What follows belongs to an exercise in optimizing a design on an open flow for small area, a short achievable clock period and few clock cycles; a production flow would make more cautious choices.
Where RTL was checked, it was by simulation tests only, not by an equivalence proof against the original.
The RTL of runs 3 to 5 was laid out without a check of its function.
Power figures rest on the tool's default switching activity, not on a simulated workload.

$ cat flow/standard.sh
#!/bin/bash
# synth_recipe.tcl (not shown) runs the flow's synth.tcl, then flattens the netlist and writes it again
# the make line also repeats each setting of config.mk as NAME=value (left out here)
make -C /OpenROAD-flow-scripts/flow DESIGN_CONFIG=/design/flow/config.mk WORK_HOME=/design/flow/orfs CLKGATE_MAP_FILE= SYNTH_SCRIPT=/design/flow/synth_recipe.tcl "${@:-finish}"
$ cat flow/design.v
module cache_ctrl #(
   parameter int ADDR_W      = 10,
   parameter int NUM_BLOCKS  = 4,
   parameter int BLOCK_WORDS = 4,
   parameter int CNT_W       = 16
) (
   input  logic                      clk,
   input  logic                      rst_n,
   input  logic                      cpu_req_valid,
   output logic                      cpu_req_ready,
   input  logic                      cpu_we,
   input  logic [ADDR_W-1:0]         cpu_addr,
   input  logic [31:0]               cpu_wdata,
   output logic                      cpu_resp_valid,
   output logic [31:0]               cpu_rdata,
   output logic                      mem_req,
   output logic                      mem_we,
   output logic [ADDR_W-1:0]         mem_addr,
   output logic [32*BLOCK_WORDS-1:0] mem_wdata,
   input  logic [32*BLOCK_WORDS-1:0] mem_rdata,
   input  logic                      mem_done,
   output logic [CNT_W-1:0]          hit_cnt,
   output logic [CNT_W-1:0]          miss_cnt
);
   localparam int TAG_W  = ADDR_W - 6;
   localparam int LINE_W = 32 * BLOCK_WORDS;
   logic [NUM_BLOCKS-1:0] valid_arr;
   logic [NUM_BLOCKS-1:0] dirty_arr;
   logic [TAG_W-1:0]      tag_arr  [NUM_BLOCKS];
   logic [LINE_W-1:0]     data_arr [NUM_BLOCKS];
   logic             r_v;
   logic             r_hit;
   logic [TAG_W-1:0] r_tag;
   logic [1:0]       r_idx;
   logic [1:0]       r_word;
   logic             r_we;
   logic [31:0]      r_wdata;
   logic             rd_q;
   logic             rdy;
   logic [TAG_W-1:0] mem_tag;
   logic [LINE_W-1:0] line_buf;
   logic [BLOCK_WORDS-1:0] wen_q  [NUM_BLOCKS];   
   logic [BLOCK_WORDS-1:0] wsel_q;                 
   logic [BLOCK_WORDS-1:0] commit_q;               
   logic [NUM_BLOCKS-1:0]  ridx_q;                 
   logic [TAG_W-1:0] in_tag;
   logic [1:0]       in_idx;
   logic [1:0]       in_word;
   logic             in_hit;
   logic             in_victim_dirty;
   logic             rd_done;
   logic             wb_done;
   logic             accept;
   logic             acc_miss;
   logic             unused_addr_bits;
   assign unused_addr_bits = ^cpu_addr[1:0];
   assign in_tag  = cpu_addr[ADDR_W-1:6];
   assign in_idx  = cpu_addr[5:4];
   assign in_word = cpu_addr[3:2];
   assign in_hit          = valid_arr[in_idx] && (tag_arr[in_idx] == in_tag);
   assign in_victim_dirty = valid_arr[in_idx] && dirty_arr[in_idx];
   assign rd_done = rd_q && mem_done;
   assign wb_done = mem_we && mem_done;
   assign cpu_req_ready = rdy || rd_done;
   assign accept        = cpu_req_valid && cpu_req_ready;
   assign acc_miss      = accept && !in_hit;
   assign mem_addr  = {mem_tag, r_idx, 4'h0};
   assign mem_wdata = line_buf;
   logic       n_rd;
   logic [1:0] n_idx;
   logic [1:0] n_word;
   logic       n_we;
   logic       n_commit;
   always_comb begin
      n_rd = rd_q;
      if (wb_done) n_rd = 1'b1;
      if (rd_done) n_rd = 1'b0;
      if (acc_miss) n_rd = !in_victim_dirty;
      n_idx    = accept ? in_idx  : r_idx;
      n_word   = accept ? in_word : r_word;
      n_we     = accept ? cpu_we  : r_we;
      n_commit = accept && in_hit && cpu_we;
   end
   always_ff @(posedge clk or negedge rst_n) begin
      if (!rst_n) begin
         rdy            <= 1'b1;
         r_v            <= 1'b0;
         mem_req        <= 1'b0;
         mem_we         <= 1'b0;
         rd_q           <= 1'b0;
         cpu_resp_valid <= 1'b0;
         valid_arr      <= '0;
         dirty_arr      <= '0;
         hit_cnt        <= '0;
         miss_cnt       <= '0;
      end else begin
         r_v            <= accept;
         cpu_resp_valid <= (r_v && r_hit) || rd_done;
         rd_q           <= n_rd;
         if (wb_done) mem_we <= 1'b0;
         if (rd_done) begin
            mem_req <= 1'b0;
            rdy     <= 1'b1;
         end
         if (r_v && !r_hit) dirty_arr[r_idx] <= r_we;
         if (accept) begin
            valid_arr[in_idx] <= 1'b1;
            if (cpu_we) dirty_arr[in_idx] <= 1'b1;
            if (!in_hit) begin
               mem_req <= 1'b1;
               mem_we  <= in_victim_dirty;
               rdy     <= 1'b0;
            end
         end
         if (r_v) begin
            if (r_hit) begin
               if (hit_cnt != {CNT_W{1'b1}}) hit_cnt <= hit_cnt + CNT_W'(1);
            end else begin
               if (miss_cnt != {CNT_W{1'b1}}) miss_cnt <= miss_cnt + CNT_W'(1);
            end
         end
      end
   end
   always_ff @(posedge clk) begin
      for (int w = 0; w < BLOCK_WORDS; w++) begin
         wsel_q[w]   <= n_rd && !(n_we && n_word == 2'(w));
         commit_q[w] <= n_commit && in_word == 2'(w);
         for (int l = 0; l < NUM_BLOCKS; l++) begin
            wen_q[l][w] <= (n_idx == 2'(l)) && (n_rd || (n_commit && in_word == 2'(w)));
         end
      end
      for (int l = 0; l < NUM_BLOCKS; l++) ridx_q[l] <= (n_idx == 2'(l));
   end
   always_ff @(posedge clk) begin
      if (accept) begin
         r_hit           <= in_hit;
         r_tag           <= in_tag;
         r_idx           <= in_idx;
         r_word          <= in_word;
         r_we            <= cpu_we;
         r_wdata         <= cpu_wdata;
         tag_arr[in_idx] <= in_tag;
         mem_tag         <= in_victim_dirty ? tag_arr[in_idx] : in_tag;
      end else if (wb_done) begin
         mem_tag <= r_tag;
      end
   end
   logic [31:0] wsrc [BLOCK_WORDS];
   always_comb begin
      for (int w = 0; w < BLOCK_WORDS; w++) begin
         wsrc[w] = wsel_q[w] ? mem_rdata[32*w +: 32] : r_wdata;
      end
   end
   always_ff @(posedge clk) begin
      for (int l = 0; l < NUM_BLOCKS; l++) begin
         for (int w = 0; w < BLOCK_WORDS; w++) begin
            if (wen_q[l][w]) data_arr[l][32*w +: 32] <= wsrc[w];
         end
      end
   end
   logic [NUM_BLOCKS-1:0]  lb_sel;
   logic [LINE_W-1:0]      lb_line;
   logic [BLOCK_WORDS-1:0] lb_byp;
   always_comb begin
      lb_line = '0;
      for (int l = 0; l < NUM_BLOCKS; l++) begin
         lb_sel[l] = mem_we ? ridx_q[l] : (in_idx == 2'(l));
         lb_line   = lb_line | ({LINE_W{lb_sel[l]}} & data_arr[l]);
      end
      for (int w = 0; w < BLOCK_WORDS; w++) begin
         lb_byp[w] = ridx_q[in_idx] && (rd_q || commit_q[w]);
      end
   end
   always_ff @(posedge clk) begin
      for (int w = 0; w < BLOCK_WORDS; w++) begin
         line_buf[32*w +: 32] <= lb_byp[w] ? wsrc[w] : lb_line[32*w +: 32];
      end
   end
   logic [BLOCK_WORDS-1:0] rsel_lb_q;
   logic [BLOCK_WORDS-1:0] rsel_mem_q;
   logic [31:0]            rd_word;
   always_ff @(posedge clk) begin
      for (int w = 0; w < BLOCK_WORDS; w++) begin
         rsel_lb_q[w]  <= !n_rd && n_word == 2'(w);
         rsel_mem_q[w] <= n_rd && n_word == 2'(w);
      end
   end
   always_comb begin
      rd_word = '0;
      for (int w = 0; w < BLOCK_WORDS; w++) begin
         rd_word = rd_word | ({32{rsel_lb_q[w]}}  & line_buf[32*w +: 32])
                           | ({32{rsel_mem_q[w]}} & mem_rdata[32*w +: 32]);
      end
   end
   always_ff @(posedge clk) begin
      cpu_rdata <= rd_word;
   end
endmodule
$ cat flow/constraint.sdc
create_clock -name core_clock -period 4.0 [get_ports {clk}]
set_input_delay 0.8000 -clock core_clock [delete_from_list [all_inputs] [get_ports {clk}]]
set_output_delay 0.8000 -clock core_clock [all_outputs]
set_load 0.01 [all_outputs]
$ cat flow/config.mk
export PLATFORM = sky130hd
export DESIGN_NAME = cache_ctrl
export DESIGN_NICKNAME = cache_ctrl
export VERILOG_FILES = /design/flow/design.v
export SDC_FILE = /design/flow/constraint.sdc
export NUM_CORES = 4
export LEC_CHECK = 0
export CAP_MARGIN = 20
export CORE_MARGIN = 2
export CORE_UTILIZATION = 50
export CTS_CLUSTER_DIAMETER = 100
export CTS_CLUSTER_SIZE = 24
export SETUP_SLACK_MARGIN = 1.75
export SLEW_MARGIN = 20
$ cat flow/flow/gp_pre.tcl
# Keep delay cells out of the port buffers inserted in this step.
set_dont_use [get_lib_cells {sky130_fd_sc_hd__clkdlybuf4s* sky130_fd_sc_hd__dlygate* sky130_fd_sc_hd__dlymetal*}]
$ cat flow/flow/run.sh
#!/bin/bash
# Standard ORFS layout with two changes to how it is made:
#  * the resizer may swap cells across footprints (MATCH_CELL_FOOTPRINT=0);
#  * while the ports are buffered (global placement), delay cells are
#    don't-use, so the port buffers are plain buffers.
set -euo pipefail
here=$(pwd)
bash standard.sh synth > synth.log 2>&1
bash standard.sh PRE_GLOBAL_PLACE_TCL="$here/flow/gp_pre.tcl" MATCH_CELL_FOOTPRINT=0 finish > layout.log 2>&1
==> results of run 1 <==
[state kept, by name, summed over array words and instances (netlist names), 16 cells and up]
signal and cells:
hit_cnt 16, cpu_rdata 32, line_buf 128, data_arr 512, miss_cnt 16, tag_arr 16
r_wdata 32, wen_q 16
[area by class of cell]
| type | count | area, um^2 | share of cell area, % |
|---|---|---|---|
| Sequential cell | 816 | 22300 | 65.1 |
| Multi-Input combinational cell | 1080 | 7770 | 22.7 |
| Timing Repair Buffer | 453 | 2030 | 5.93 |
| Clock buffer | 70 | 1130 | 3.31 |
| Tap cell | 782 | 978 | 2.86 |
| Inverter | 9 | 36.3 | 0.106 |
| Antenna cell | 3 | 7.51 | 0.0219 |
[metal layers]
| layer | track usage, % | wire [um] |
|---|---|---|
| met1 | 40.5 | 38500 |
| met2 | 52.0 | 48300 |
| met3 | 7.64 | 9700 |
| met4 | 13.4 | 4800 |
| met5 | 0 | 62 |
[placed cells by master (no fill, tap or decap), types with 8 or more instances in the layout]
master / instances
a21oi_1: 9
a22oi_1: 384
a31oi_1: 133
buf_1: 385
buf_2: 16
buf_4: 31
clkbuf_1: 29
clkbuf_16: 41
dfrtp_1: 43
dfxtp_1: 173
dfxtp_2: 25
edfxtp_1: 569
mux2_2: 129
nand2_1: 53
nand3_1: 17
nand4_1: 41
nor2_1: 164
o21ai_0: 16
o21ai_4: 8
xnor2_1: 24
[logic make-up (layout without fill, tap and decap cells)]
group                    count (synthesis)  count (layout)  synth area share, %
multiplexers                           146             147                 5.63
AND/OR/NAND/NOR                        316             316                 4.72
XOR/XNOR                                33              33                0.951
buffers and inverters                  146             532                 1.86
AO/OA/AOI/OAI                          570             573                 13.3
adder cells (fa/ha/maj)                  7               7                0.288
flip-flops                             816             816                 73.3
other                                    1               7               0.0123
[synth_stat cells, drive strengths merged (2+ instances only)]
cell type    n  area, um^2
edfxtp     569       17100
a22oi      384        2880
dfxtp      201        4020
nor2       164         616
a31oi      133         832
mux2       129        1450
clkbuf     115         432
nand2       55         206
dfrtp       45        1130
nand4       41         257
o21ai       24         120
xnor2       24         210
buf         22         100
nand3       17        85.1
a21oi       10        50.1
mux2i       10         100
inv          9        33.8
xor2         9        78.8
nor3         8        40.0
ha           7        87.6
mux4         7         158
a21boi       6        45.0
nand2b       6        37.5
and3         5        31.3
and4         5        43.8
nor2b        4        25.0
or2          4        25.0
a21o         3        22.5
o21a         3        22.5
and2         2        12.5
nand3b       2        15.0
o221ai       2        17.5
o31ai        2        15.0
[worst max-delay path, stage by stage (launching register included)]
cell	delay, ns
dfrtp_4	0.51
a21o_1	0.18
clkbuf_2	0.13
[per-stage QoR]
step | std cells | worst slack [ns] | cell area (um^2)
global route | 3212 | 1.75 | 34300
detailed placement | 3117 | 0.622 | 32800
finish | 3213 | 1.78 | 34300
global placement | 3117 | 0.645 | 32800
CTS | 3207 | 1.74 | 34200
floorplan | 2038 | 1.14 | 30600
[path summary, 6_finish.rpt]
path                                                  to  depth (start not counted)                     start
worst max-delay path                       cpu_req_ready                          2            rd_q$_DFF_PN0_
worst min-delay path            valid_arr[2]$_DFFE_PN0P_                          1                     rst_n
worst max register to register      rsel_lb_q[3]$_DFF_P_                          7   tag_arr[3][1]$_DFFE_PP_
worst min register to register  valid_arr[0]$_DFFE_PN0P_                          1  valid_arr[0]$_DFFE_PN0P_
max in group asynchronous        miss_cnt[3]$_DFFE_PN0P_                          2                     rst_n
min in group core_clock            r_wdata[18]$_DFFE_PP_                          1             cpu_wdata[18]
[report_power, final]
group          switching (mW)  internal, mW
registers               0.119          9.03
logic                   0.439         0.234
clock network            2.61          1.95
[what timing repair did]
action	CTS	global route
gates resized for setup	22	20
buffers inserted	16	3
endpoints found under the setup margin	205	187
cloned	4	0
endpoints found under the hold margin	0	0
pin swaps	4	2
hold buffers	0	0
==> impl_metrics.py, run 1 <==
metrics = {
    "clock_network": {
        "cts_sinks": 816,
        "cts_buffers": 39,
        "insertion_delay_ns": 0.61,
        "cts_htree_levels": 2,
        "cts_tree": "done",
        "clk_pin_slew_ns": 0.10,
        "cts-root-buf": "clkbuf_16",
        "clk_path_buf_depth": 3,
    },
    "finish": {
        "drive_above_1_share_pct": 12.6,
        "final_nets": 2581,
        "nFillCells": 4949,
        "final_util_pct": 56.9,
        "syn2layout_area_growth_pct": 12.8,
    },
    "timing": {
        "rsz0062_at_grt": "true",
        "slew_viol_final": 0,
        "period_share_pct": 55.4,
        "tns_ns": 0,
        "post-route-min-period_ns": 2.22,
        "final.setup_skew_ns": 0.0186,
        "finalHoldViolCount": 0,
        "setup_violations": 0,
        "hold_ws_ns": 0.318,
        "worstMarginPinSlew_ns": 1.18,
        "slew_headroom_pct": 21.2,
        "fmax_ghz": 0.451,
    },
    "global_routing": {
        "grt_max_degree": 73,
        "antenna_found_initial": 8,
        "grtUsageTotal_pct": 31.7,
        "gr-total-overflow": 0,
        "grt_pass1_vias": 20071,
        "grt_pass1_wl_mm": 142,
    },
    "setup_path": {
        "worstSetupPathType": "reg -> out",
        "critical_path.endpoint_type": "primary output",
        "cp.arrival_ns": 1.42,
        "path_max_fanout": 2,
        "ff2ff_setup_slack_ns": 1.81,
        "crit_required_ns": 3.20,
        "worstSetupStartpointType": "register",
    },
    "min_path": {
        "hp-class": "in -> async",
    },
    "logic_synthesis": {
        "synth_cells": 2035,
        "ys_warn_count": 4,
        "ys_seq_area_share_pct": 73.3,
        "synth_ff_type": "edfxtp_1",
        "syn_area_um2": 30400,
        "syn_avg_cell_area_um2": 14.9,
        "synth_edf_count": 569,
        "synth.distinct_cells": 45,
        "async_reset_ff_share_pct": 5.64,
        "synth-seq-cells": 816,
    },
    "floorplan": {
        "die-area_um2": 62800,
        "ios": 381,
        "core_um2": 60200,
        "rows": 90,
        "fp.dieW_um": 251,
        "die_h_um": 251,
        "start_util_pct": 50.4,
    },
    "drt": {
        "via_per_inst": 6.41,
        "wl_mm": 101,
        "ant_nets": 0,
        "drc_errors": 0,
        "avgRoutedWirePerCell_um": 31.5,
        "vias": 20589,
        "dr.pass1.iters": 5,
        "drt_iter0_drc": 2159,
    },
    "placed_design": {
        "gp_congestion": 0.845,
        "dp_hpwl_mm": 65.3,
        "port_buffers": 374,
    },
    "power_and_ir_drop": {
        "power-per-cell-area_nw_per_um2": 420,
        "total_power_mw": 14.4,
        "power.leakage_nw": 11.1,
        "ir_drop_v": 0.000277,
    },
    "status": {
        "status": "no timing/DRC/antenna violations",
    },
    "run": {
        "cap_violations": 0,
    },
}
Testbench counts, summed over its fixed seeds: cycles 33,730.
==> inputs of run 2 (changes only) <==
--- a/flow/config.mk
+++ b/flow/config.mk
@@ -8,5 +8,5 @@
 export CAP_MARGIN = 20
 export CORE_MARGIN = 2
-export CORE_UTILIZATION = 50
+export CORE_UTILIZATION = 60
 export CTS_CLUSTER_DIAMETER = 100
 export CTS_CLUSTER_SIZE = 24
==> run 2 against run 1 <==
- via count fell by 0.20%
- sequential power barely moved
- combinational power fell by 2%
- global-route usage rose by 4.7 points
- largest power group unchanged
- synthesized cell count did not move
- still clean on timing, DRC and antenna
- cell count fell by 3.1%
- sequential share of layout area rose by 0.11 points
- register-to-register slack barely moved
==> impl_metrics.py, run 2 <==
metrics = {
    "status": {
        "status": "no timing/DRC/antenna violations",
    },
    "setup_path": {
        "worstSetupStartpointType": "register",
        "regToRegStartpoint": "tag_arr[2][1]$_DFFE_PP_",
        "cpMaxStageDelayCell": "dfrtp_4",
        "ff2ff_setup_slack_ns": 1.82,
        "worst_path_largest_cell_delay_ns": 0.50,
        "reg2reg_depth": 8,
        "crit_family": "flip-flops",
        "path_max_fanout": 4,
        "critical_path.endpoint_type": "primary output",
        "crit_buf_inv": 1,
        "crit_required_ns": 3.20,
        "worstSetupPathType": "reg -> out",
        "r2r-end": "rsel_lb_q[2]$_DFF_P_",
        "cp_cell_sequence": "a21o_1, clkbuf_2",
        "cp.arrival_ns": 1.42,
    },
    "timing": {
        "worstMarginPinSlew_ns": 1.22,
        "setup_violations": 0,
        "post-route-min-period_ns": 2.22,
        "fmax_ghz": 0.450,
        "rsz0062_at_grt": "true",
        "finalHoldViolCount": 0,
        "final.setup_skew_ns": 0.0163,
        "slew_viol_final": 0,
        "fin_ws_ns": 1.78,
        "tns_ns": 0,
        "slew_headroom_pct": 18.5,
        "period_share_pct": 55.5,
    },
    "logic_synthesis": {
        "yosysMostFrequentCell": "edfxtp_1",
        "ys_seq_area_share_pct": 73.3,
        "ys_warn_count": 4,
        "synth_ff_type": "edfxtp_1",
        "syn_area_um2": 30400,
        "yosys.area.top_type": "edfxtp_1",
        "netlist.area_leader.share_pct": 56.2,
        "synth_edf_count": 569,
        "synthTopCellsByCount": "edfxtp_1, a22oi_1, dfxtp_1",
        "syn_avg_cell_area_um2": 14.9,
        "async_reset_ff_share_pct": 5.64,
        "synth.distinct_cells": 45,
        "synth-seq-cells": 816,
        "synthTopCellsByArea": "edfxtp_1, dfxtp_1, a22oi_1",
        "synth_cells": 2035,
    },
    "floorplan": {
        "die-area_um2": 52500,
        "core_um2": 50100,
        "fp.dieW_um": 229,
        "die_h_um": 229,
        "ios": 381,
        "rows": 82,
        "start_util_pct": 60.7,
    },
    "placed_design": {
        "dpl.cell_count": 3015,
        "dp_hpwl_mm": 63.9,
        "port_buffers": 374,
        "pre_cts_ws_ns": 0.481,
        "gp_congestion": 1.01,
    },
    "drt": {
        "drt_iter0_drc": 2493,
        "dr.pass1.iters": 5,
        "via_per_inst": 6.60,
        "avgRoutedWirePerCell_um": 31.0,
        "wl_mm": 96.4,
        "drc_errors": 0,
        "ant_nets": 0,
        "vias": 20547,
    },
    "clock_network": {
        "clk_pin_slew_ns": 0.09,
        "cts_buffers": 39,
        "cts-root-buf": "clkbuf_16",
        "cts_htree_levels": 2,
        "clk_path_buf_depth": 3,
        "cts_sinks": 816,
        "cts_tree": "done",
        "hold_buffers": 0,
        "insertion_delay_ns": 0.60,
    },
    "finish": {
        "layout.cells.most_common_list": "edfxtp_1, a22oi_1, buf_1, dfxtp_1, nor2_1",
        "drive_above_1_share_pct": 12.2,
        "top_register": "data_arr",
        "largest_reg_flops": 512,
        "final_common_cell": "edfxtp_1",
        "final_nets": 2588,
        "reg_top3": "data_arr (512), line_buf (128)",
        "nFillCells": 3650,
        "final_util_pct": 68.3,
        "stdcell_count": 3113,
        "syn2layout_area_growth_pct": 12.5,
    },
    "power_and_ir_drop": {
        "power.leakage_nw": 11.1,
        "power-per-cell-area_nw_per_um2": 419,
        "ir_drop_v": 0.000301,
        "total_power_mw": 14.3,
    },
    "min_path": {
        "hp-class": "in -> async",
    },
    "global_routing": {
        "gr-total-overflow": 0,
        "grt_max_degree": 69,
        "antenna_found_initial": 6,
        "grt_pass1_wl_mm": 137,
        "grtUsageTotal_pct": 36.4,
        "grt_pass1_vias": 19620,
    },
    "run": {
        "cap_violations": 0,
    },
}
[run 2: cell counts after synthesis]
Identical to the previous run, type by type.
[run 2: how the worst max path moves through the flow]
stage,depth (start not counted),startpoint,to
after global placement,7,cpu_addr[4],wen_q[3][3]$_DFF_P_
final,2,rd_q$_DFF_PN0_,cpu_req_ready
after floorplan,7,cpu_addr[4],rsel_lb_q[1]$_DFF_P_
after CTS,8,cpu_addr[4],wen_q[2][1]$_DFF_P_
after detailed placement,7,cpu_addr[4],wen_q[2][1]$_DFF_P_
after global routing,2,rd_q$_DFF_PN0_,cpu_req_ready
[run 2: metal layers]
metal / GRT usage (%) / wire [um] / vias up
met4: 18.4 / 5510 / 0
met1: 48.7 / 35500 / 10309
li1: - / - / 8761
met2: 56.8 / 45200 / 1283
met5: 0 / 0 / -
met3: 7.87 / 10100 / 194
[run 2: power breakdown]
| part | switching, mW | total [mW] | internal [mW] |
|---|---|---|---|
| clock | 2.56 | 4.51 | 1.95 |
| combinational | 0.431 | 0.661 | 0.230 |
| sequential | 0.113 | 9.15 | 9.04 |
[run 2: through the flow]
step	area (um^2)	hold slack, ns
3_5_place_dp	32700	0.451
2_1_floorplan	30600	0.434
6_report	34200	0.319
5_1_grt	34200	0.340
3_3_place_gp	32700	0.445
4_1_cts	34100	0.343
[run 2: final cells by class]
type / count / area (um^2) / share of cell area [%]
well taps: 672 / 841 / 2.46
multi-input cells: 1079 / 7780 / 22.8
flip-flops and latches: 816 / 22300 / 65.2
clock buffers: 71 / 1140 / 3.33
inverters: 9 / 33.8 / 0.0988
repair buffers: 461 / 2080 / 6.09
diodes: 5 / 12.5 / 0.0366
[run 2: cells by family (layout without fill, tap and decap cells)]
group | count (synthesis) | after routing | synth area share, %
AO/OA/AOI/OAI | 570 | 573 | 13.3
adder cells (fa/ha/maj) | 7 | 7 | 0.288
other | 1 | 9 | 0.0123
buffers and inverters | 146 | 541 | 1.86
flip-flops | 816 | 816 | 73.3
XOR/XNOR | 33 | 33 | 0.951
multiplexers | 146 | 146 | 5.63
AND/OR/NAND/NOR | 316 | 316 | 4.72
[run 2: what timing repair did]
action,CTS,global route
buffers inserted,18,0
pin swaps,3,0
setup endpoints to repair,200,88
gates cloned,3,0
resized for setup,12,23
==> inputs of run 3 (changes only) <==
--- a/flow/design.v
+++ b/flow/design.v
@@ -37,6 +37,6 @@
    logic [31:0]      r_wdata;
    logic             rd_q;
-   logic             rdy;
    logic [TAG_W-1:0] mem_tag;
+   logic [1:0]       mem_idx;
    logic [LINE_W-1:0] line_buf;
    logic [BLOCK_WORDS-1:0] wen_q  [NUM_BLOCKS];   
@@ -62,8 +62,8 @@
    assign rd_done = rd_q && mem_done;
    assign wb_done = mem_we && mem_done;
-   assign cpu_req_ready = rdy || rd_done;
+   assign cpu_req_ready = !mem_req || rd_done;
    assign accept        = cpu_req_valid && cpu_req_ready;
    assign acc_miss      = accept && !in_hit;
-   assign mem_addr  = {mem_tag, r_idx, 4'h0};
+   assign mem_addr  = {mem_tag, mem_idx, 4'h0};
    assign mem_wdata = line_buf;
    logic       n_rd;
@@ -84,5 +84,4 @@
    always_ff @(posedge clk or negedge rst_n) begin
       if (!rst_n) begin
-         rdy            <= 1'b1;
          r_v            <= 1'b0;
          mem_req        <= 1'b0;
@@ -101,5 +100,4 @@
          if (rd_done) begin
             mem_req <= 1'b0;
-            rdy     <= 1'b1;
          end
          if (r_v && !r_hit) dirty_arr[r_idx] <= r_we;
@@ -110,5 +108,4 @@
                mem_req <= 1'b1;
                mem_we  <= in_victim_dirty;
-               rdy     <= 1'b0;
             end
          end
@@ -142,4 +139,5 @@
          tag_arr[in_idx] <= in_tag;
          mem_tag         <= in_victim_dirty ? tag_arr[in_idx] : in_tag;
+         if (!in_hit) mem_idx <= in_idx;
       end else if (wb_done) begin
          mem_tag <= r_tag;
==> run 3 against run 2 <==
- critical endpoint unchanged
- synthesized cell count up 0.20%
- still clean on timing, DRC and antenna
- total power up 72%
- critical path depth unchanged
==> impl_metrics.py, run 3 <==
metrics = {
    "floorplan": {
        "start_util_pct": 60.8,
        "die_h_um": 229,
        "rows": 82,
        "ios": 381,
        "die-area_um2": 52500,
        "core_um2": 50100,
        "fp.dieW_um": 229,
    },
    "run": {
        "cap_violations": 0,
    },
    "clock_network": {
        "cts_sinks": 817,
        "clk_pin_slew_ns": 0.09,
        "cts_tree": "done",
        "cts-root-buf": "clkbuf_16",
        "cts_buffers": 40,
        "clk_path_buf_depth": 3,
        "insertion_delay_ns": 0.59,
        "cts_htree_levels": 2,
    },
    "global_routing": {
        "grt_max_degree": 66,
        "gr-total-overflow": 0,
        "grtUsageTotal_pct": 37.1,
        "grt_pass1_vias": 19371,
        "grt_pass1_wl_mm": 138,
        "antenna_found_initial": 14,
    },
    "setup_path": {
        "worstSetupPathType": "reg -> out",
        "path_max_fanout": 4,
        "worstSetupStartpointType": "register",
        "regToRegStartpoint": "tag_arr[3][3]$_DFFE_PP_",
        "reg2reg_depth": 7,
        "cpMaxStageDelayCell": "dfrtp_4",
        "crit_family": "flip-flops",
        "crit_required_ns": 3.20,
        "cp.arrival_ns": 1.44,
        "critical_path.endpoint_type": "primary output",
        "crit_start": "rd_q$_DFF_PN0_",
        "crit_cells": 2,
        "worst_path_largest_cell_delay_ns": 0.49,
        "crit_buf_inv": 1,
        "cp_cell_sequence": "a21bo_4, buf_6",
    },
    "drt": {
        "via_per_inst": 6.67,
        "wl_mm": 98.4,
        "avgRoutedWirePerCell_um": 31.5,
        "dr.pass1.iters": 6,
        "vias": 20859,
        "ant_nets": 0,
        "drt_iter0_drc": 3099,
        "drc_errors": 0,
    },
    "logic_synthesis": {
        "netlist.area_leader.share_pct": 56.3,
        "synth_cells": 2039,
        "synth-seq-cells": 817,
        "syn_avg_cell_area_um2": 14.9,
        "synthTopCellsByCount": "edfxtp_1, a22oi_1, dfxtp_1",
        "synth_edf_count": 571,
        "ys_warn_count": 4,
        "yosysMostFrequentCell": "edfxtp_1",
        "synth.distinct_cells": 44,
        "synthTopCellsByArea": "edfxtp_1, dfxtp_1, a22oi_1",
        "syn_area_um2": 30400,
        "async_reset_ff_share_pct": 5.51,
        "ys_seq_area_share_pct": 73.3,
        "synth_ff_type": "edfxtp_1",
        "yosys.area.top_type": "edfxtp_1",
    },
    "placed_design": {
        "port_buffers": 374,
        "dp_hpwl_mm": 64.4,
        "gp_congestion": 1.00,
    },
    "timing": {
        "slew_headroom_pct": 16.5,
        "setup_violations": 0,
        "tns_ns": 0,
        "worstMarginPinSlew_ns": 1.25,
        "post-route-min-period_ns": 2.24,
        "finalHoldViolCount": 0,
        "hold_ws_ns": 0.343,
        "slew_viol_final": 0,
        "rsz0062_at_grt": "true",
        "period_share_pct": 56.0,
        "fmax_ghz": 0.447,
        "final.setup_skew_ns": 0.0339,
    },
    "power_and_ir_drop": {
        "power-per-cell-area_nw_per_um2": 718,
        "power.leakage_nw": 11.3,
        "ir_drop_v": 0.000461,
    },
    "status": {
        "status": "no timing/DRC/antenna violations",
    },
    "min_path": {
        "hp-class": "in -> async",
    },
    "finish": {
        "largest_reg_flops": 512,
        "reg_top3": "data_arr (512), line_buf (128)",
        "top_register": "data_arr",
        "drive_above_1_share_pct": 12.9,
        "final_common_cell": "edfxtp_1",
        "syn2layout_area_growth_pct": 13.0,
        "final_nets": 2595,
        "layout.cells.most_common_list": "edfxtp_1, a22oi_1, buf_1, dfxtp_1, nor2_1",
    },
}
[run 3: final cells by class]
class	count	area (um^2)
antenna	10	25.0
clock buffer	71	1140
clock inverter	1	30.0
fill	3679	15700
inverter	14	55.1
multi-input combinational	1080	7810
sequential	817	22300
tap	672	841
timing repair buffer	460	2140
[run 3: cell families (layout without fill, tap and decap cells)]
kind of cell,count (synthesis),count (layout),share of synthesized area [%]
AOI/OAI and AO/OA,566,571,13.2
adders and majority gates,7,7,0.288
and+or+nand+nor,316,316,4.71
DFF,817,817,73.3
other,1,14,0.0123
muxes,147,148,5.66
xor gates and xnor gates,34,34,0.978
buffers and inverters,151,546,1.92
[run 3: layer usage]
layer | vias up | share of wire (%) | wire [um] | track usage (%)
li1 | 8784 | - | - | -
met1 | 10449 | 37 | 36900 | 51.4
met3 | 216 | 15 | 14800 | 14.4
met2 | 1406 | 44 | 42800 | 53.3
met5 | - | 0.023 | 23 | 0
met4 | 4 | 3.9 | 3870 | 14.0
[run 3: worst register-to-register path, stage by stage, from the launching register on]
cell and delay, ns:
edfxtp_1 0.37, mux4_2 0.52, xor2_2 0.18, nor4_4 0.36, buf_6 0.20, mux2i_4 0.31, inv_2 0.09, nor2_1 0.10
[run 3: report_power, final]
group	total (mW)	internal [mW]	switching, mW
registers	14.3	11.6	2.68
clock network	4.52	1.97	2.55
logic	5.89	2.17	3.72
[run 3: timing repair]
action | 4_1_cts | 5_1_grt
setup endpoints to repair | 229 | 75
resized for setup | 34 | 9
buffers inserted | 15 | 7
gates cloned | 7 | 0
hold buffers | 0 | 0
pin swaps | 4 | 8
hold endpoints to repair | 0 | 0
[run 3: final timing paths]
path                                            end  slack (ns)
min in group core_clock       r_wdata[21]$_DFFE_PP_        0.36
min reg2reg                valid_arr[3]$_DFFE_PN0P_        0.47
max in group asynchronous   miss_cnt[8]$_DFFE_PN0P_        2.91
max                                   cpu_req_ready        1.76
min                         miss_cnt[6]$_DFFE_PN0P_        0.34
max reg2reg                    rsel_lb_q[3]$_DFF_P_        1.81
[run 3: per-stage QoR]
step	cells	setup slack [ns]	instance area (um^2)	utilization, %	total power [mW]
after floorplan	2042	1.18	30700	-	16.3
after CTS	3108	1.73	34200	68.4	24.4
final	3125	1.76	34400	68.7	24.7
after detailed placement	3014	0.559	32800	65.5	19.8
after global placement	3014	0.584	32800	65.5	19.7
after global routing	3123	1.69	34400	68.7	25.4
==> inputs of run 4 (changes only) <==
--- a/flow/design.v
+++ b/flow/design.v
@@ -37,4 +37,5 @@
    logic [31:0]      r_wdata;
    logic             rd_q;
+   logic             rdy;
    logic [TAG_W-1:0] mem_tag;
    logic [1:0]       mem_idx;
@@ -62,5 +63,5 @@
    assign rd_done = rd_q && mem_done;
    assign wb_done = mem_we && mem_done;
-   assign cpu_req_ready = !mem_req || rd_done;
+   assign cpu_req_ready = rdy || rd_done;
    assign accept        = cpu_req_valid && cpu_req_ready;
    assign acc_miss      = accept && !in_hit;
@@ -84,4 +85,5 @@
    always_ff @(posedge clk or negedge rst_n) begin
       if (!rst_n) begin
+         rdy            <= 1'b1;
          r_v            <= 1'b0;
          mem_req        <= 1'b0;
@@ -100,4 +102,5 @@
          if (rd_done) begin
             mem_req <= 1'b0;
+            rdy     <= 1'b1;
          end
          if (r_v && !r_hit) dirty_arr[r_idx] <= r_we;
@@ -108,4 +111,5 @@
                mem_req <= 1'b1;
                mem_we  <= in_victim_dirty;
+               rdy     <= 1'b0;
             end
          end
@@ -175,18 +179,14 @@
       end
    end
-   logic [BLOCK_WORDS-1:0] rsel_lb_q;
-   logic [BLOCK_WORDS-1:0] rsel_mem_q;
+   logic [BLOCK_WORDS-1:0] rword_q;
    logic [31:0]            rd_word;
    always_ff @(posedge clk) begin
-      for (int w = 0; w < BLOCK_WORDS; w++) begin
-         rsel_lb_q[w]  <= !n_rd && n_word == 2'(w);
-         rsel_mem_q[w] <= n_rd && n_word == 2'(w);
-      end
+      for (int w = 0; w < BLOCK_WORDS; w++) rword_q[w] <= (n_word == 2'(w));
    end
    always_comb begin
       rd_word = '0;
       for (int w = 0; w < BLOCK_WORDS; w++) begin
-         rd_word = rd_word | ({32{rsel_lb_q[w]}}  & line_buf[32*w +: 32])
-                           | ({32{rsel_mem_q[w]}} & mem_rdata[32*w +: 32]);
+         rd_word = rd_word | ({32{rword_q[w] && !rd_q}} & line_buf[32*w +: 32])
+                           | ({32{rword_q[w] &&  rd_q}} & mem_rdata[32*w +: 32]);
       end
    end
==> run 4 against run 3 <==
- via count grew 1.0%
- first-iteration DRC count is 0.45% higher
- die area barely moved
- sequential power shrank 36%
- global-route usage grew 0.30 points
- clock-buffer cell count decreased by 1
- clock skew shrank 0.011 ns
- combinational power down 89%
- synthesized cell count fell by 0.29%
- area after synthesis about the same
- critical path depth up 1
- critical path type unchanged
- largest cell class unchanged
- largest power group unchanged
==> impl_metrics.py, run 4 <==
metrics = {
    "drt": {
        "dr.pass1.iters": 8,
        "wl_mm": 100,
        "via_per_inst": 6.80,
        "vias": 21070,
        "avgRoutedWirePerCell_um": 32.4,
        "drc_errors": 0,
        "drt_iter0_drc": 3113,
        "ant_nets": 0,
    },
    "setup_path": {
        "worstSetupPathType": "reg -> out",
        "cp_cell_sequence": "a21oi_4, inv_4, buf_6",
        "worstSetupStartpointType": "register",
        "crit_required_ns": 3.20,
        "path_max_fanout": 3,
        "cp.arrival_ns": 1.48,
        "cpMaxStageDelayCell": "dfrtp_4",
        "critical_path.endpoint_type": "primary output",
        "crit_family": "flip-flops",
        "crit_buf_inv": 2,
        "worst_path_largest_cell_delay_ns": 0.53,
    },
    "power_and_ir_drop": {
        "ir_drop_v": 0.000428,
        "power.leakage_nw": 11.4,
        "power-per-cell-area_nw_per_um2": 418,
    },
    "finish": {
        "layout.cells.most_common_list": "edfxtp_1, buf_1, a22oi_1, dfxtp_1, nor2_1",
        "reg_top3": "data_arr (512), line_buf (128)",
        "final_nets": 2577,
        "nFillCells": 3629,
        "seqCellArea_um2": 22300,
        "drive_above_1_share_pct": 13.8,
        "multi_input_area_um2": 7820,
        "top_register": "data_arr",
        "syn2layout_area_growth_pct": 12.7,
        "largest_reg_flops": 512,
        "final_common_cell": "edfxtp_1",
    },
    "global_routing": {
        "grt_max_degree": 129,
        "grt_pass1_wl_mm": 140,
        "grtUsageTotal_pct": 37.4,
        "grt_pass1_vias": 19594,
        "gr-total-overflow": 0,
        "antenna_found_initial": 15,
    },
    "floorplan": {
        "rows": 82,
        "fp.dieW_um": 229,
        "die_h_um": 229,
        "start_util_pct": 60.8,
        "core_um2": 50100,
        "die-area_um2": 52500,
        "ios": 381,
    },
    "placed_design": {
        "gp_congestion": 0.978,
        "port_buffers": 374,
        "dp_hpwl_mm": 65.4,
    },
    "clock_network": {
        "clk_path_buf_depth": 3,
        "hold_buffers": 0,
        "cts_tree": "done",
        "insertion_delay_ns": 0.61,
        "cts_sinks": 814,
        "cts_htree_levels": 2,
        "clk_pin_slew_ns": 0.10,
        "cts_buffers": 39,
        "cts-root-buf": "clkbuf_16",
    },
    "timing": {
        "rsz0062_at_grt": "true",
        "period_share_pct": 57.1,
        "fmax_ghz": 0.438,
        "tns_ns": 0,
        "slew_headroom_pct": 15.0,
        "setup_violations": 0,
        "hold_ws_ns": 0.327,
        "finalHoldViolCount": 0,
        "post-route-min-period_ns": 2.28,
        "slew_viol_final": 0,
        "final.setup_skew_ns": 0.0227,
        "worstMarginPinSlew_ns": 1.27,
    },
    "run": {
        "cap_violations": 0,
    },
    "logic_synthesis": {
        "syn_area_um2": 30400,
        "synth-seq-cells": 814,
        "synthTopCellsByCount": "edfxtp_1, a22oi_1, dfxtp_1",
        "async_reset_ff_share_pct": 5.65,
        "synth_ff_type": "edfxtp_1",
        "synth_cells": 2033,
        "ys_seq_area_share_pct": 73.1,
        "synth_edf_count": 571,
        "syn_avg_cell_area_um2": 15.0,
        "yosys.area.top_type": "edfxtp_1",
        "synthTopCellsByArea": "edfxtp_1, dfxtp_1, a22oi_1",
        "ys_warn_count": 4,
        "netlist.area_leader.share_pct": 56.3,
        "yosysMostFrequentCell": "edfxtp_1",
        "synth.distinct_cells": 51,
    },
    "status": {
        "status": "no timing/DRC/antenna violations",
    },
    "min_path": {
        "hp-class": "in -> async",
    },
}
run 4: cell count changes in the layout (fill, tap and decap cells not counted), moves of 7 or more:
cell      change
a22oi_1      -39
nand3_1      +26
nand4_1      -21
a222oi_1     +14
o21ai_0      -14
mux2_2       +13
a221oi_1     +10
buf_1        -10
buf_2         +8
nor2_1        -8
diode_2       -7
inv_1         +7
xor2_1        -7
run 4: timing repair:
| action | 4_1_cts | 5_1_grt |
|---|---|---|
| endpoints found under the hold margin | 0 | 0 |
| setup buffers | 20 | 5 |
| setup endpoints to repair | 248 | 145 |
| cloned | 0 | 2 |
| gates resized for setup | 21 | 21 |
| pin swaps | 4 | 3 |
run 4: report_power, final:
group / internal (mW) / leakage, nW / total, mW / switching [mW]
logic: 0.229 / 3.44 / 0.655 / 0.426
registers: 9.02 / 7.40 / 9.16 / 0.148
clock network: 1.95 / 0.541 / 4.51 / 2.56
run 4: cells by family after synthesis:
family / count (synthesis) / synth area share (%)
AO/OA/AOI/OAI: 546 / 12.9
XOR/XNOR: 31 / 0.892
adder cells (fa/ha/maj): 7 / 0.288
buffers and inverters: 162 / 2.08
flip-flops: 814 / 73.1
multiplexers: 160 / 6.15
other: 1 / 0.0123
AND/OR/NAND/NOR: 312 / 4.58
run 4: area by class of cell:
| cell class | count | area share [%] |
|---|---|---|
| Antenna cell | 3 | 0.0219 |
| Clock buffer | 70 | 3.31 |
| Clock inverter | 1 | 0.0109 |
| Inverter | 23 | 0.270 |
| Multi-Input combinational cell | 1062 | 22.8 |
| Sequential cell | 814 | 65.0 |
| Tap cell | 672 | 2.45 |
| Timing Repair Buffer | 455 | 6.13 |
run 4: worst paths after layout:
path	from	to	slack [ns]	depth (start not counted)
max	rd_q$_DFF_PN0_	cpu_req_ready	1.72	3
min	rst_n	mem_req$_DFF_PN0_	0.33	1
max reg2reg	rd_q$_DFF_PN0_	cpu_rdata[6]$_DFF_P_	1.72	6
min reg2reg	valid_arr[1]$_DFFE_PN0P_	valid_arr[1]$_DFFE_PN0P_	0.48	1
max in group asynchronous	rst_n	mem_we$_DFF_PN0_	2.88	2
min in group core_clock	cpu_wdata[20]	r_wdata[20]$_DFFE_PP_	0.36	1
run 4: worst reg2reg max path: cells and delay by family (launching register included):
family / cells / cell delay [ns]
flip-flops: 1 / 0.47
buffers and inverters: 3 / 0.73
AO/OA/AOI/OAI: 1 / 0.65
AND/OR/NAND/NOR: 2 / 0.29
run 4: per-layer routing:
metal | wire (um) | vias to the layer above | global-route usage [%]
met5 | 132 | - | 0
met4 | 5290 | 22 | 16.7
met3 | 12500 | 263 | 9.24
met2 | 46500 | 1565 | 58.7
met1 | 36000 | 10501 | 49.9
li1 | - | 8719 | -
run 4: per-stage QoR:
stage | cells | cell area (um^2) | util, % | power [mW] | setup WS (ns)
after floorplan | 2036 | 30600 | - | 9.58 | 1.33
after global placement | 2998 | 32700 | 65.4 | 9.98 | 0.597
after detailed placement | 2998 | 32700 | 65.4 | 9.99 | 0.574
after CTS | 3089 | 34100 | 68.1 | 14.3 | 1.69
after global routing | 3097 | 34300 | 68.5 | 14.7 | 1.69
final | 3100 | 34300 | 68.5 | 14.3 | 1.72
==> inputs of run 5 (changes only) <==
--- a/flow/design.v
+++ b/flow/design.v
@@ -38,4 +38,5 @@
    logic             rd_q;
    logic             rdy;
+   logic             resp_hit;
    logic [TAG_W-1:0] mem_tag;
    logic [1:0]       mem_idx;
@@ -90,5 +91,5 @@
          mem_we         <= 1'b0;
          rd_q           <= 1'b0;
-         cpu_resp_valid <= 1'b0;
+         resp_hit       <= 1'b0;
          valid_arr      <= '0;
          dirty_arr      <= '0;
@@ -97,5 +98,5 @@
       end else begin
          r_v            <= accept;
-         cpu_resp_valid <= (r_v && r_hit) || rd_done;
+         resp_hit       <= accept && in_hit;
          rd_q           <= n_rd;
          if (wb_done) mem_we <= 1'b0;
@@ -114,11 +115,6 @@
             end
          end
-         if (r_v) begin
-            if (r_hit) begin
-               if (hit_cnt != {CNT_W{1'b1}}) hit_cnt <= hit_cnt + CNT_W'(1);
-            end else begin
-               if (miss_cnt != {CNT_W{1'b1}}) miss_cnt <= miss_cnt + CNT_W'(1);
-            end
-         end
+         if (accept && in_hit && hit_cnt != {CNT_W{1'b1}}) hit_cnt <= hit_cnt + CNT_W'(1);
+         if (r_v && !r_hit && miss_cnt != {CNT_W{1'b1}}) miss_cnt <= miss_cnt + CNT_W'(1);
       end
    end
@@ -191,6 +187,5 @@
       end
    end
-   always_ff @(posedge clk) begin
-      cpu_rdata <= rd_word;
-   end
+   assign cpu_rdata      = rd_word;
+   assign cpu_resp_valid = resp_hit || rd_done;
 endmodule
==> run 5 against run 4 <==
- cell count shrank 1.2%
- utilization grew 2.0 points
- critical path type unchanged
- still clean on timing, DRC and antenna
- critical path depth grew 3
- worst setup slack lost 0.97 ns
- synthesized cell count shrank 2.8%
==> impl_metrics.py, run 5 <==
metrics = {
    "drt": {
        "wl_mm": 101,
        "vias": 20808,
        "drt_iter0_drc": 3166,
        "via_per_inst": 6.79,
        "dr.pass1.iters": 6,
        "drc_errors": 0,
        "ant_nets": 0,
        "avgRoutedWirePerCell_um": 32.9,
    },
    "clock_network": {
        "hold_buffers": 0,
        "cts_htree_levels": 2,
        "cts_sinks": 782,
        "insertion_delay_ns": 0.60,
        "cts-root-buf": "clkbuf_16",
        "clk_path_buf_depth": 3,
        "clk_pin_slew_ns": 0.10,
        "cts_buffers": 38,
        "cts_tree": "done",
    },
    "logic_synthesis": {
        "synthTopCellsByCount": "edfxtp_1, a22oi_1, dfxtp_1",
        "ys_warn_count": 4,
        "netlist.area_leader.share_pct": 57.8,
        "synth.distinct_cells": 51,
        "synth-seq-cells": 782,
        "async_reset_ff_share_pct": 5.88,
        "synth_ff_type": "edfxtp_1",
        "syn_avg_cell_area_um2": 15.0,
        "synth_cells": 1976,
        "synth_edf_count": 571,
        "yosys.area.top_type": "edfxtp_1",
        "yosysMostFrequentCell": "edfxtp_1",
        "syn_area_um2": 29700,
        "ys_seq_area_share_pct": 72.9,
        "synthTopCellsByArea": "edfxtp_1, dfxtp_1, a22oi_1",
    },
    "setup_path": {
        "worstSetupPathType": "reg -> out",
        "worstSetupStartpointType": "register",
        "crit_required_ns": 3.20,
        "critical_path.endpoint_type": "primary output",
        "path_max_fanout": 5,
        "reg2reg_depth": 4,
        "regToRegStartpoint": "wsel_q[1]$_DFF_P_",
        "cp.arrival_ns": 2.46,
        "ff2ff_setup_slack_ns": 1.74,
        "r2r-end": "line_buf[46]$_DFF_P_",
    },
    "timing": {
        "final.setup_skew_ns": 0.0247,
        "finalHoldViolCount": 0,
        "setup_violations": 0,
        "tns_ns": 0,
        "slew_headroom_pct": 16.8,
        "fmax_ghz": 0.307,
        "worstMarginPinSlew_ns": 1.25,
        "post-route-min-period_ns": 3.26,
        "period_share_pct": 81.4,
        "slew_viol_final": 0,
        "rsz0062_at_grt": "true",
    },
    "power_and_ir_drop": {
        "total_power_mw": 23.3,
        "power-per-cell-area_nw_per_um2": 677,
        "ir_drop_v": 0.000410,
        "power.leakage_nw": 11.3,
    },
    "run": {
        "cap_violations": 0,
    },
    "finish": {
        "nFillCells": 3400,
        "seqCellArea_um2": 21700,
        "final_common_cell": "edfxtp_1",
        "final_util_pct": 70.4,
        "stdcell_count": 3063,
        "reg_top3": "data_arr (512), line_buf (128), r_wdata (32)",
        "final_nets": 2548,
        "largest_reg_flops": 512,
        "drive_above_1_share_pct": 17.9,
        "layout.cells.most_common_list": "edfxtp_1, a22oi_1, buf_1, dfxtp_1, nor2_1",
        "syn2layout_area_growth_pct": 16.0,
        "multi_input_area_um2": 7910,
        "top_register": "data_arr",
    },
    "floorplan": {
        "ios": 381,
        "core_um2": 48800,
        "start_util_pct": 60.7,
        "rows": 81,
        "fp.dieW_um": 226,
        "die-area_um2": 51200,
        "die_h_um": 226,
    },
    "global_routing": {
        "antenna_found_initial": 8,
        "gr-total-overflow": 0,
        "grt_pass1_wl_mm": 135,
        "grt_pass1_vias": 18899,
        "grtUsageTotal_pct": 37.6,
        "grt_max_degree": 74,
    },
    "status": {
        "status": "no timing/DRC/antenna violations",
    },
    "placed_design": {
        "dp_hpwl_mm": 62.0,
        "dpl.cell_count": 2926,
        "gp_congestion": 0.909,
        "port_buffers": 374,
    },
    "min_path": {
        "hp-class": "in -> async",
    },
}
## run 5: worst max-delay path, stage by stage, from the launching register on
cell     delay, ns
dfrtp_4       0.47
buf_4         0.13
nor2b_4       0.07
buf_4         0.17
a22oi_1       0.44
nand4_1       0.37
buf_1         0.22
## run 5: through the flow
step	area (um^2)	hold WS, ns	setup WS, ns
3_5_place_dp	31900	0.448	0.784
5_1_grt	34400	0.347	0.729
6_report	34400	0.351	0.743
4_1_cts	33800	0.339	0.813
3_3_place_gp	31900	0.446	0.865
2_1_floorplan	29900	0.434	1.42
## run 5: final cells by class
type                    count  area share, %
repair buffers            484           8.07
diodes                      4         0.0291
multi-input cells        1038           23.0
inverters                  22          0.262
clock inverters             2         0.0400
flip-flops and latches    782           62.9
clock buffers              67           3.27
well taps                 664           2.41
## run 5: worst max path at each step
| stage | endpoint | cells after the start | startpoint |
|---|---|---|---|
| 2_1_floorplan | wen_q[1][0]$_DFF_P_ | 8 | cpu_addr[4] |
| 3_3_place_gp | wen_q[1][3]$_DFF_P_ | 7 | cpu_addr[4] |
| 3_5_place_dp | line_buf[84]$_DFF_P_ | 7 | cpu_addr[4] |
| 4_1_cts | cpu_rdata[17] | 5 | rd_q$_DFF_PN0_ |
| 5_1_grt | cpu_rdata[17] | 5 | rd_q$_DFF_PN0_ |
| 6_report | cpu_rdata[10] | 6 | rd_q$_DFF_PN0_ |
## run 5: logic make-up after synthesis
logic type / count (synthesis) / share of synthesized area, %
adders and majority gates: 7 / 0.295
buffers and inverters: 162 / 2.21
muxes: 146 / 5.83
xor gates and xnor gates: 33 / 0.975
and+or+nand+nor: 280 / 4.36
DFF: 782 / 72.9
other: 1 / 0.0126
AOI/OAI and AO/OA: 565 / 13.5
## run 5: repair_timing
| action | in CTS | in global routing |
|---|---|---|
| endpoints found under the setup margin | 287 | 199 |
| buffers inserted | 29 | 20 |
| gates resized for setup | 133 | 81 |
| gates cloned | 7 | 8 |
| endpoints found under the hold margin | 0 | 0 |
| pin swaps | 19 | 28 |
## run 5: layer usage
| metal | up-vias | part of all wire, % | global-route usage (%) |
|---|---|---|---|
| met5 | - | 0.065 | 0 |
| met3 | 228 | 12 | 7.40 |
| li1 | 8600 | - | - |
| met2 | 1539 | 46 | 58.2 |
| met4 | 10 | 4.7 | 15.2 |
| met1 | 10431 | 37 | 53.0 |
## run 5: power breakdown
part / internal (mW) / leakage (nW) / switching (mW)
combinational: 2.50 / 3.66 / 4.00
sequential: 10.6 / 7.14 / 1.80
clock: 1.94 / 0.541 / 2.46
==> inputs of run 6 (changes only) <==
--- a/flow/design.v
+++ b/flow/design.v
@@ -38,9 +38,7 @@
    logic             rd_q;
    logic             rdy;
-   logic             resp_hit;
    logic [TAG_W-1:0] mem_tag;
-   logic [1:0]       mem_idx;
    logic [LINE_W-1:0] line_buf;
-   logic [BLOCK_WORDS-1:0] wen_q  [NUM_BLOCKS];   
+   logic [NUM_BLOCKS-1:0]  fill_q;                 
    logic [BLOCK_WORDS-1:0] wsel_q;                 
    logic [BLOCK_WORDS-1:0] commit_q;               
@@ -67,5 +65,5 @@
    assign accept        = cpu_req_valid && cpu_req_ready;
    assign acc_miss      = accept && !in_hit;
-   assign mem_addr  = {mem_tag, mem_idx, 4'h0};
+   assign mem_addr  = {mem_tag, r_idx, 4'h0};
    assign mem_wdata = line_buf;
    logic       n_rd;
@@ -74,4 +72,5 @@
    logic       n_we;
    logic       n_commit;
+   logic       n_fill;
    always_comb begin
       n_rd = rd_q;
@@ -83,4 +82,5 @@
       n_we     = accept ? cpu_we  : r_we;
       n_commit = accept && in_hit && cpu_we;
+      n_fill   = rd_q && !rd_done;
    end
    always_ff @(posedge clk or negedge rst_n) begin
@@ -91,5 +91,5 @@
          mem_we         <= 1'b0;
          rd_q           <= 1'b0;
-         resp_hit       <= 1'b0;
+         cpu_resp_valid <= 1'b0;
          valid_arr      <= '0;
          dirty_arr      <= '0;
@@ -98,5 +98,5 @@
       end else begin
          r_v            <= accept;
-         resp_hit       <= accept && in_hit;
+         cpu_resp_valid <= (r_v && r_hit) || rd_done;
          rd_q           <= n_rd;
          if (wb_done) mem_we <= 1'b0;
@@ -115,17 +115,30 @@
             end
          end
-         if (accept && in_hit && hit_cnt != {CNT_W{1'b1}}) hit_cnt <= hit_cnt + CNT_W'(1);
-         if (r_v && !r_hit && miss_cnt != {CNT_W{1'b1}}) miss_cnt <= miss_cnt + CNT_W'(1);
-      end
-   end
-   always_ff @(posedge clk) begin
-      for (int w = 0; w < BLOCK_WORDS; w++) begin
-         wsel_q[w]   <= n_rd && !(n_we && n_word == 2'(w));
+         if (r_v) begin
+            if (r_hit) begin
+               if (hit_cnt != {CNT_W{1'b1}}) hit_cnt <= hit_cnt + CNT_W'(1);
+            end else begin
+               if (miss_cnt != {CNT_W{1'b1}}) miss_cnt <= miss_cnt + CNT_W'(1);
+            end
+         end
+      end
+   end
+   always_ff @(posedge clk) begin
+      for (int w = 0; w < BLOCK_WORDS; w++) begin
+         wsel_q[w]   <= n_fill && !(r_we && r_word == 2'(w));
          commit_q[w] <= n_commit && in_word == 2'(w);
-         for (int l = 0; l < NUM_BLOCKS; l++) begin
-            wen_q[l][w] <= (n_idx == 2'(l)) && (n_rd || (n_commit && in_word == 2'(w)));
-         end
-      end
-      for (int l = 0; l < NUM_BLOCKS; l++) ridx_q[l] <= (n_idx == 2'(l));
+      end
+      for (int l = 0; l < NUM_BLOCKS; l++) begin
+         ridx_q[l] <= (n_idx == 2'(l));
+         fill_q[l] <= n_fill && r_idx == 2'(l);
+      end
+   end
+   logic [BLOCK_WORDS-1:0] wen [NUM_BLOCKS];
+   always_comb begin
+      for (int l = 0; l < NUM_BLOCKS; l++) begin
+         for (int w = 0; w < BLOCK_WORDS; w++) begin
+            wen[l][w] = fill_q[l] || (ridx_q[l] && commit_q[w]);
+         end
+      end
    end
    always_ff @(posedge clk) begin
@@ -139,5 +152,4 @@
          tag_arr[in_idx] <= in_tag;
          mem_tag         <= in_victim_dirty ? tag_arr[in_idx] : in_tag;
-         if (!in_hit) mem_idx <= in_idx;
       end else if (wb_done) begin
          mem_tag <= r_tag;
@@ -153,5 +165,5 @@
       for (int l = 0; l < NUM_BLOCKS; l++) begin
          for (int w = 0; w < BLOCK_WORDS; w++) begin
-            if (wen_q[l][w]) data_arr[l][32*w +: 32] <= wsrc[w];
+            if (wen[l][w]) data_arr[l][32*w +: 32] <= wsrc[w];
          end
       end
@@ -167,5 +179,5 @@
       end
       for (int w = 0; w < BLOCK_WORDS; w++) begin
-         lb_byp[w] = ridx_q[in_idx] && (rd_q || commit_q[w]);
+         lb_byp[w] = wen[in_idx][w];
       end
    end
@@ -175,17 +187,22 @@
       end
    end
-   logic [BLOCK_WORDS-1:0] rword_q;
+   logic [BLOCK_WORDS-1:0] rsel_lb_q;
+   logic [BLOCK_WORDS-1:0] rsel_mem_q;
    logic [31:0]            rd_word;
    always_ff @(posedge clk) begin
-      for (int w = 0; w < BLOCK_WORDS; w++) rword_q[w] <= (n_word == 2'(w));
+      for (int w = 0; w < BLOCK_WORDS; w++) begin
+         rsel_lb_q[w]  <= !n_fill && n_word == 2'(w);
+         rsel_mem_q[w] <= n_fill && n_word == 2'(w);
+      end
    end
    always_comb begin
       rd_word = '0;
       for (int w = 0; w < BLOCK_WORDS; w++) begin
-         rd_word = rd_word | ({32{rword_q[w] && !rd_q}} & line_buf[32*w +: 32])
-                           | ({32{rword_q[w] &&  rd_q}} & mem_rdata[32*w +: 32]);
-      end
-   end
-   assign cpu_rdata      = rd_word;
-   assign cpu_resp_valid = resp_hit || rd_done;
+         rd_word = rd_word | ({32{rsel_lb_q[w]}}  & line_buf[32*w +: 32])
+                           | ({32{rsel_mem_q[w]}} & mem_rdata[32*w +: 32]);
+      end
+   end
+   always_ff @(posedge clk) begin
+      cpu_rdata <= rd_word;
+   end
 endmodule
==> run 6 against run 5 <==
- still clean on timing, DRC and antenna
- sequential share of layout area increased by 1.3 points
- utilization fell by 3.1 points
- non-clock buffer count shrank 55
- clock-buffer cell count up 3
- via count down 3.7%
- worst setup slack better by 1.0 ns
- hold slack lost 0.16 ns
- synthesized cell count decreased by 0.56%
- first-iteration DRC count down 19%
- clock skew up 0.00090 ns
- critical path type is now reg -> reg
- largest cell class unchanged
==> impl_metrics.py, run 6 <==
metrics = {
    "status": {
        "status": "no timing/DRC/antenna violations",
    },
    "timing": {
        "finalHoldViolCount": 0,
        "slew_viol_final": 0,
        "fin_ws_ns": 1.76,
        "hold_ws_ns": 0.195,
        "rsz0062_at_grt": "true",
        "worstMarginPinSlew_ns": 1.30,
        "fmax_ghz": 0.447,
        "post-route-min-period_ns": 2.24,
        "slew_headroom_pct": 13.4,
        "period_share_pct": 55.9,
        "tns_ns": 0,
        "setup_violations": 0,
        "final.setup_skew_ns": 0.0256,
    },
    "drt": {
        "vias": 20029,
        "wl_met2_mm": 43.2,
        "drt_iter0_drc": 2576,
        "avgRoutedWirePerCell_um": 31.3,
        "via_per_inst": 6.60,
        "dr.pass1.iters": 5,
        "routed.top_layer": "met5",
        "route.layer.met1.wl_mm": 37.0,
        "wl_mm": 94.9,
        "drc_errors": 0,
        "ant_nets": 0,
        "wl_met3_mm": 10.5,
    },
    "power_and_ir_drop": {
        "seqPwrFrac_pct": 63.6,
        "ir_drop_v": 0.000404,
        "power.internal_mw": 11.1,
        "swShare_pct": 21.7,
        "power-per-cell-area_nw_per_um2": 415,
        "clkPwrFrac_pct": 31.5,
        "combPwrFrac_pct": 4.9,
        "power_switching_mw": 3.09,
        "total_power_mw": 14.2,
        "power.leakage_nw": 11.7,
    },
    "clock_network": {
        "cts-root-buf": "clkbuf_16",
        "hold_buffers": 0,
        "cts_sinks": 804,
        "cts_htree_levels": 2,
        "cts_buffers": 39,
        "clk_path_buf_depth": 3,
        "clk_pin_slew_ns": 0.10,
        "cts_tree": "done",
        "insertion_delay_ns": 0.61,
    },
    "setup_path": {
        "ff2ff_setup_slack_ns": 1.76,
        "crit_required_ns": 4.48,
        "worstSetupStartpointType": "register",
        "path_max_fanout": 25,
        "cp.arrival_ns": 2.72,
        "worst_path_largest_cell_delay_ns": 1.05,
        "crit_buf_inv": 1,
        "critical_path.endpoint_type": "register",
        "cpMaxStageDelayCell": "dfxtp_2",
        "cp_cell_sequence": "buf_4, mux2_2, mux2_1",
        "reg2reg_depth": 3,
        "crit_family": "flip-flops",
        "crit_cells": 3,
        "worstSetupPathType": "reg -> reg",
    },
    "floorplan": {
        "core_um2": 51000,
        "die-area_um2": 53200,
        "start_util_pct": 60.4,
        "die_h_um": 231,
        "fp.dieW_um": 231,
        "rows": 83,
        "ios": 381,
    },
    "logic_synthesis": {
        "ys_warn_count": 4,
        "syn_area_um2": 30800,
        "ys_seq_area_share_pct": 71.5,
        "synthTopCellsByCount": "edfxtp_1, a22oi_1, mux2_2",
        "syn_avg_cell_area_um2": 15.7,
        "yosys.area.top_type": "edfxtp_1",
        "synth_ff_type": "edfxtp_1",
        "synth_edf_count": 570,
        "async_reset_ff_share_pct": 5.72,
        "synth_cells": 1965,
        "synth-seq-cells": 804,
        "netlist.area_leader.share_pct": 55.6,
        "synthTopCellsByArea": "edfxtp_1, dfxtp_1, a22oi_1",
        "yosysMostFrequentCell": "edfxtp_1",
        "synth.distinct_cells": 58,
    },
    "global_routing": {
        "gr-total-overflow": 0,
        "antenna_found_initial": 8,
        "grt_pass1_wl_mm": 134,
        "grtUsageTotal_pct": 35.4,
        "grt_max_degree": 129,
        "grt_pass1_vias": 19242,
    },
    "finish": {
        "final_common_cell": "edfxtp_1",
        "drive_above_1_share_pct": 17.1,
        "layout.cells.most_common_list": "edfxtp_1, a22oi_1, buf_1, mux2_2, dfxtp_1",
        "final_util_pct": 67.3,
        "reg_top3": "data_arr (512), line_buf (128)",
        "design_area_um2": 34300,
        "top_register": "data_arr",
        "largest_reg_flops": 512,
        "stdcell_count": 3034,
        "syn2layout_area_growth_pct": 11.4,
        "final_nets": 2500,
    },
    "placed_design": {
        "dpl.cell_count": 2949,
        "dpl_cell_area_um2": 33000,
        "dp_hpwl_mm": 60.5,
        "pre_cts_ws_ns": 0.674,
        "gp_congestion": 0.956,
        "port_buffers": 374,
    },
    "run": {
        "cap_violations": 0,
    },
    "min_path": {
        "hp-class": "in -> async",
    },
}
## run 6: layout make-up
class	count	area (um^2)
multi-input cells	1034	8300
flip-flops and latches	804	22100
inverters	10	40.0
clock buffers	70	1130
fillers	3700	16700
well taps	680	851
diodes	6	15.0
repair buffers	429	1900
clock inverters	1	16.3
## run 6: per-layer routing
| metal | track usage [%] | vias up |
|---|---|---|
| met3 | 8.92 | 229 |
| met2 | 54.4 | 1245 |
| li1 | - | 8406 |
| met5 | 0 | - |
| met1 | 49.0 | 10143 |
| met4 | 14.0 | 6 |
## run 6: power groups by stage
stage	combinational [mW]	sequential (mW)	clock, mW
final	0.691	9.05	4.48
after global routing	0.743	9.06	4.83
after CTS	0.685	9.05	4.53
after detailed placement	0.679	9.24	0
after floorplan	0.308	9.22	0
after global placement	0.671	9.24	0
## run 6: cells by family (layout without fill, tap and decap cells)
logic type                 Yosys count  count (layout)  share of synthesized area [%]
buffers and inverters              130             510                           1.90
adders and majority gates            7               7                          0.284
other                                1              10                         0.0122
and+or+nand+nor                    285             285                           4.32
AOI/OAI and AO/OA                  432             432                           10.6
DFF                                804             804                           71.5
muxes                              274             274                           10.4
xor gates and xnor gates            32              32                          0.983
## run 6: final timing paths
| path | from | to |
|---|---|---|
| setup reg to reg | wsel_q[3]$_DFF_P_ | line_buf[125]$_DFF_P_ |
| min in group core_clock | cpu_wdata[0] | r_wdata[0]$_DFFE_PP_ |
| max in group asynchronous | rst_n | mem_req$_DFF_PN0_ |
| hold reg to reg | valid_arr[3]$_DFFE_PN0P_ | valid_arr[3]$_DFFE_PN0P_ |
| setup / recovery | wsel_q[3]$_DFF_P_ | line_buf[125]$_DFF_P_ |
| hold / removal | rst_n | miss_cnt[8]$_DFFE_PN0P_ |
## run 6: timing repair
| item | in CTS | in global routing |
|---|---|---|
| setup buffers | 6 | 2 |
| pin swaps | 1 | 1 |
| endpoints found under the setup margin | 141 | 113 |
| resized for setup | 13 | 10 |
Testbench counts of run 6, summed over its fixed seeds: cycles 33,730.
==> inputs of run 7 (changes only) <==
--- a/flow/config.mk
+++ b/flow/config.mk
@@ -11,4 +11,4 @@
 export CTS_CLUSTER_DIAMETER = 100
 export CTS_CLUSTER_SIZE = 24
-export SETUP_SLACK_MARGIN = 1.75
+export SETUP_SLACK_MARGIN = 2.05
 export SLEW_MARGIN = 20
==> run 7 against run 6 <==
- sequential share of layout area shrank 2.6 points
- first-iteration DRC count shrank 0.74%
- area after synthesis unchanged
- wire length rose by 5.1%
- synthesized cell count did not move
- register-to-register slack improved by 0.27 ns
- clock-buffer cell count unchanged
==> impl_metrics.py, run 7 <==
metrics = {
    "status": {
        "status": "no timing/DRC/antenna violations",
    },
    "logic_synthesis": {
        "netlist.area_leader.share_pct": 55.6,
        "synth.distinct_cells": 58,
        "synthTopCellsByCount": "edfxtp_1, a22oi_1, mux2_2",
        "yosys.area.top_type": "edfxtp_1",
        "synth_cells": 1965,
        "ys_warn_count": 4,
        "syn_area_um2": 30800,
        "ys_seq_area_share_pct": 71.5,
        "synth-seq-cells": 804,
        "synthTopCellsByArea": "edfxtp_1, dfxtp_1, a22oi_1",
        "synth_ff_type": "edfxtp_1",
    },
    "timing": {
        "period_share_pct": 53.4,
        "worstMarginPinSlew_ns": 1.17,
        "tns_ns": 0,
        "fin_ws_ns": 1.86,
        "slew_headroom_pct": 21.9,
        "fmax_ghz": 0.468,
        "slew_viol_final": 0,
        "setup_violations": 0,
        "final.setup_skew_ns": 0.0213,
    },
    "clock_network": {
        "insertion_delay_ns": 0.60,
        "cts-root-buf": "clkbuf_16",
        "cts_buffers": 39,
        "cts_tree": "done",
        "clk_path_buf_depth": 3,
    },
    "placed_design": {
        "gp_congestion": 0.974,
        "dp_hpwl_mm": 61.8,
    },
    "drt": {
        "drt_iter0_drc": 2557,
        "via_per_inst": 6.64,
        "avgRoutedWirePerCell_um": 31.9,
        "drc_errors": 0,
    },
    "power_and_ir_drop": {
        "clkPwrFrac_pct": 31.3,
        "swShare_pct": 21.8,
        "seqPwrFrac_pct": 63.0,
        "power-per-cell-area_nw_per_um2": 397,
        "power.internal_mw": 11.2,
        "ir_drop_v": 0.000302,
    },
    "floorplan": {
        "fp.dieW_um": 231,
        "die-area_um2": 53200,
    },
    "global_routing": {
        "grt_max_degree": 72,
        "antenna_found_initial": 5,
    },
    "finish": {
        "layout.cells.most_common_list": "edfxtp_1, a22oi_1, mux2_2, buf_1, nand2_1",
        "top_register": "data_arr",
        "largest_reg_flops": 512,
        "design_area_um2": 36200,
    },
    "setup_path": {
        "cp.arrival_ns": 1.34,
        "worstSetupStartpointType": "register",
    },
    "run": {
        "cap_violations": 0,
    },
}
==> run 7: cell types whose count changed in the layout (fill, tap and decap cells not counted), sizes merged <==
cell    previous run  this run
clkbuf            76       194
a21o              16        19
diode              6         2
buf              423       394
==> run 7: layer usage <==
| metal | up-vias | GRT usage, % | routed length (um) |
|---|---|---|---|
| met5 | - | 0 | 49 |
| met4 | 8 | 14.1 | 4340 |
| met3 | 233 | 6.73 | 10100 |
| met2 | 1403 | 58.5 | 46400 |
| met1 | 10479 | 51.6 | 38800 |
| li1 | 8607 | - | - |
==> run 7: worst paths after layout <==
path	start	endpoint	slack [ns]	cells after the start
setup reg to reg	wsel_q[0]$_DFF_P_	line_buf[26]$_DFF_P_	2.03	3
setup / recovery	rdy$_DFF_PN1_	cpu_req_ready	1.86	2
max in group asynchronous	rst_n	hit_cnt[14]$_DFFE_PN0P_	2.77	2
hold / removal	rst_n	rd_q$_DFFE_PN0P_	0.35	1
min in group core_clock	cpu_wdata[30]	r_wdata[30]$_DFFE_PP_	0.37	1
hold reg to reg	valid_arr[1]$_DFFE_PN0P_	valid_arr[1]$_DFFE_PN0P_	0.47	1
==> run 7: timing repair <==
action / CTS / global route
gates resized for setup: 357 / 99
pin swaps: 10 / 3
endpoints found under the setup margin: 608 / 299
hold buffers: 0 / 0
setup buffers: 66 / 17
gates cloned: 4 / 2
==> run 7: cell families (layout without fill, tap and decap cells) <==
kind of cell               count (synthesis)  in the layout  share of synthesized area, %
DFF                                      804            804                          71.5
other                                      1              6                        0.0122
and+or+nand+nor                          285            285                          4.32
AOI/OAI and AO/OA                        432            435                          10.6
adders and majority gates                  7              7                         0.284
xor gates and xnor gates                  32             32                         0.983
buffers and inverters                    130            599                          1.90
muxes                                    274            274                          10.4
==> run 7: layout make-up <==
class / count / area [um^2]
well taps: 680 / 851
multi-input cells: 1037 / 8790
flip-flops and latches: 804 / 22300
repair buffers: 518 / 3050
clock inverters: 1 / 16.3
clock buffers: 70 / 1130
inverters: 10 / 42.5
diodes: 2 / 5.00
fillers: 3455 / 14800
==> run 7: per-stage QoR <==
stage	instances	utilization, %
finish	3122	71.0
global route	3120	71.0
floorplan	1968	-
CTS	3101	70.2
detailed placement	2960	65.5
global placement	2960	65.5
==> run 7: power by group through the flow <==
stage / Sequential (mW) / Clock [mW] / Combinational [mW]
after floorplan: 9.22 / 0 / 0.359
after global placement: 9.24 / 0 / 0.711
after detailed placement: 9.24 / 0 / 0.714
after CTS: 9.04 / 4.54 / 0.788
after global routing: 9.05 / 4.82 / 0.879
final: 9.04 / 4.49 / 0.826
==> run 7: worst max-delay path, cell delays in order, from the launching register on <==
cell and delay, ns:
dfstp_2 0.53, nand2b_4 0.13, buf_6 0.10
